This design comes from an exercise in tuning for small area and few clock cycles on the open sky130 flow, not from production work.
Function was checked by simulation only, so behaviour that the tests miss may differ from the original.
No activity file was given, so power comes from the tool's default toggle rates.

Setup of the previous run:
Design ro_quant_pack_writer, start of the top module:
module ro_quant_pack_writer #(
    parameter int IN_W   = 192,
    parameter int OUT_W  = 128,
    parameter int ADDR_W = 32
) (
    input  logic              clk,
    input  logic              rst_n,
    input  logic              s_config_valid,
    output logic              s_config_ready,
    input  logic [31:0]       s_config_data,
    input  logic              s_valid,
    input  logic [IN_W-1:0]   s_data,
    output logic              s_ready,
    output logic              cmd_valid,
    input  logic              cmd_ready,
    output logic [ADDR_W-1:0] cmd_addr,
    output logic [15:0]       cmd_len,
    output logic              m_valid,
    output logic [OUT_W-1:0]  m_data,
    output logic              m_last,
    input  logic              m_ready,
    output logic              done,
    output logic [1:0]        status
);
Settings: LEC_CHECK=0, CAP_MARGIN=20, CORE_MARGIN=2, CORE_UTILIZATION=60, PLACE_DENSITY=0.7, SLEW_MARGIN=20; clock period 10.0 ns.
standard.sh (not shown) runs the stock make flow with config.mk's settings and CLKGATE_MAP_FILE= SYNTH_SCRIPT=/design/flow/synth_recipe.tcl, a recipe that flattens the netlist after the stock synthesis.
==> flow/flow/run.sh <==
#!/bin/bash
# The standard layout with two changes:
#  - after the standard synthesis, ABC re-maps the combinational logic between the unchanged
#    flip-flops for area (flow/remap.abc); the result is used only if ABC proves it equivalent
#    to the standard netlist, with every flip-flop cut into an input (Q) and outputs (D, DE);
#  - the port buffers use the smallest buffer cell.
# Each tool writes its full output to a log file of its own in this folder.
set -euo pipefail
W=$PWD
F=$W/flow
R=$W/orfs/results/$FLOW_PLATFORM/ro_quant_pack_writer/base
L=$W/orfs/logs/$FLOW_PLATFORM/ro_quant_pack_writer/base
LIB=$FLOW_HOME/platforms/$FLOW_PLATFORM/lib/sky130_fd_sc_hd__tt_025C_1v80.lib
BIN=$FLOW_HOME/../tools/install/yosys/bin
export BUFFER_PORTS_ARGS="-buffer_cell sky130_fd_sc_hd__buf_1"

bash standard.sh synth > standard_synth.log 2>&1
cp $R/1_2_yosys.v std_synth.v

remap() {
    local du
    du=$(grep -o -- "-dont_use [^ ]*" $L/1_2_yosys.log | sort -u | tr '\n' ' ')
    cat > remap.ys <<EOT
read_liberty -ignore_miss_func $LIB
read_verilog $W/std_synth.v
hierarchy -top $FLOW_TOP
setattr -mod -set keep_hierarchy 1 sky130_fd_sc_hd__edfxtp_1 sky130_fd_sc_hd__dfxtp_1
flatten
opt_clean
abc -script $F/remap.abc -liberty $LIB $du
splitnets
opt_clean -purge
hilomap -singleton -hicell sky130_fd_sc_hd__conb_1 HI -locell sky130_fd_sc_hd__conb_1 LO
stat -liberty $LIB
select $FLOW_TOP
write_verilog -noattr -nohex -nodec -selected $W/remap_synth.v
EOT
    $BIN/yosys -s remap.ys > remap_yosys.log 2>&1 || return 1
    python3 $F/cutff.py std_synth.v cut_gold.v gold > cut.log 2>&1 || return 1
    python3 $F/cutff.py remap_synth.v cut_gate.v gate >> cut.log 2>&1 || return 1
    for n in gold gate; do
        cat > cut_$n.ys <<EOT
read_liberty -ignore_miss_func $LIB
read_verilog cut_$n.v
hierarchy -top $n
flatten
opt_clean
write_blif -impltf cut_$n.blif
EOT
        $BIN/yosys -s cut_$n.ys > cut_${n}_yosys.log 2>&1 || return 1
    done
    $BIN/yosys-abc -c "cec -n cut_gold.blif cut_gate.blif" > cec.log 2>&1 || return 1
    grep -q "Networks are equivalent" cec.log || return 1
    # the flip-flops must be the standard synthesis's, by name and cell
    diff <(grep -oE "sky130_fd_sc_hd__e?dfxtp_[0-9]+ +[^ ]+" std_synth.v | sort) \
         <(grep -oE "sky130_fd_sc_hd__e?dfxtp_[0-9]+ +[^ ]+" remap_synth.v | sort) > ff_diff.log || return 1
    return 0
}

if remap; then
    echo "remapped netlist used" > remap_status.log
    cp remap_synth.v $R/1_2_yosys.v
    touch $R/1_2_yosys.v
else
    echo "remap failed or not proved; standard netlist used" > remap_status.log
fi

bash standard.sh > standard.log 2>&1
Other scripts of this flow, unchanged in this note and not shown: flow/flow/cutff.py, flow/flow/remap.abc
Testbench counts of the previous run, summed over its fixed seeds: cycles 16,570.
Input-level comparison between the current run and the previous run:
-- flow/flow/run.sh --
<<< the previous run, line 5
#    to the standard netlist, with every flip-flop cut into an input (Q) and outputs (D, DE);
#  - the port buffers use the smallest buffer cell.
# Each tool writes its full output to a log file of its own in this folder.
>>> the current run, line 5
#    to the standard netlist, with every flip-flop cut into an input (Q) and outputs (D, DE);
#  - the port buffers use the smallest buffer cell;
#  - the clock tree's register-cluster buffers are clkbuf_4 under a clkbuf_16 root.
# Each tool writes its full output to a log file of its own in this folder.
<<< the previous run, line 15
export BUFFER_PORTS_ARGS="-buffer_cell sky130_fd_sc_hd__buf_1"

>>> the current run, line 16
export BUFFER_PORTS_ARGS="-buffer_cell sky130_fd_sc_hd__buf_1"
# clock tree: a strong root buffer, small buffers at the register clusters
export CTS_ARGS="-sink_clustering_enable -repair_clock_nets -root_buf sky130_fd_sc_hd__clkbuf_16 -buf_list {sky130_fd_sc_hd__clkbuf_4 sky130_fd_sc_hd__clkbuf_8 sky130_fd_sc_hd__clkbuf_16} -sink_clustering_buffer sky130_fd_sc_hd__clkbuf_4"

### Flow results
As far as multi-input combinational gate total goes, the previous run and the current run are indistinguishable; the numbers are identical. Diff the previous run..the current run | remaining global-route overflow | unchanged. Going from the previous run to the current run, total power per unit cell area held steady; clock buffer count in the final layout shows no meaningful change; cell depth of the worst setup path stayed essentially flat; combinational group share of total power neither gained nor lost much; length in cells of the worst reg-to-reg path stayed essentially flat. Clock tree buffer depth: the current run vs the previous run identical. The previous run -> the current run: worst clock skew delta 0, exact match.

-- re-timing with driven ports --
The results above use ideal ports. As a check the final layouts listed here were re-extracted and re-timed, cells and wires unchanged. Step 1 sets driving cells, clkbuf_16 on the clock port and buf_2 on the other inputs (assumed; they add their load-dependent delay and slew). Step 2 also shifts input and output timing later by t, the mid clock arrival at the registers, as if the neighbouring blocks saw the same clock. a / b / c = no drivers / after step 1 / after step 2; a / b = the first two.
run	shift t [ns]	setup WS [ns]	hold slack, ns	clock arrival spread, ns	cell pins on the clock port's net
the previous run	0.506	0.948 / 0.893 / 0.973	0.497 / 0.497 / 0.497	0.022 / 0.022	1
the current run	0.506	0.948 / 0.893 / 0.973	0.497 / 0.497 / 0.497	0.022 / 0.022	1
After both steps setup and hold are still met in every run listed.
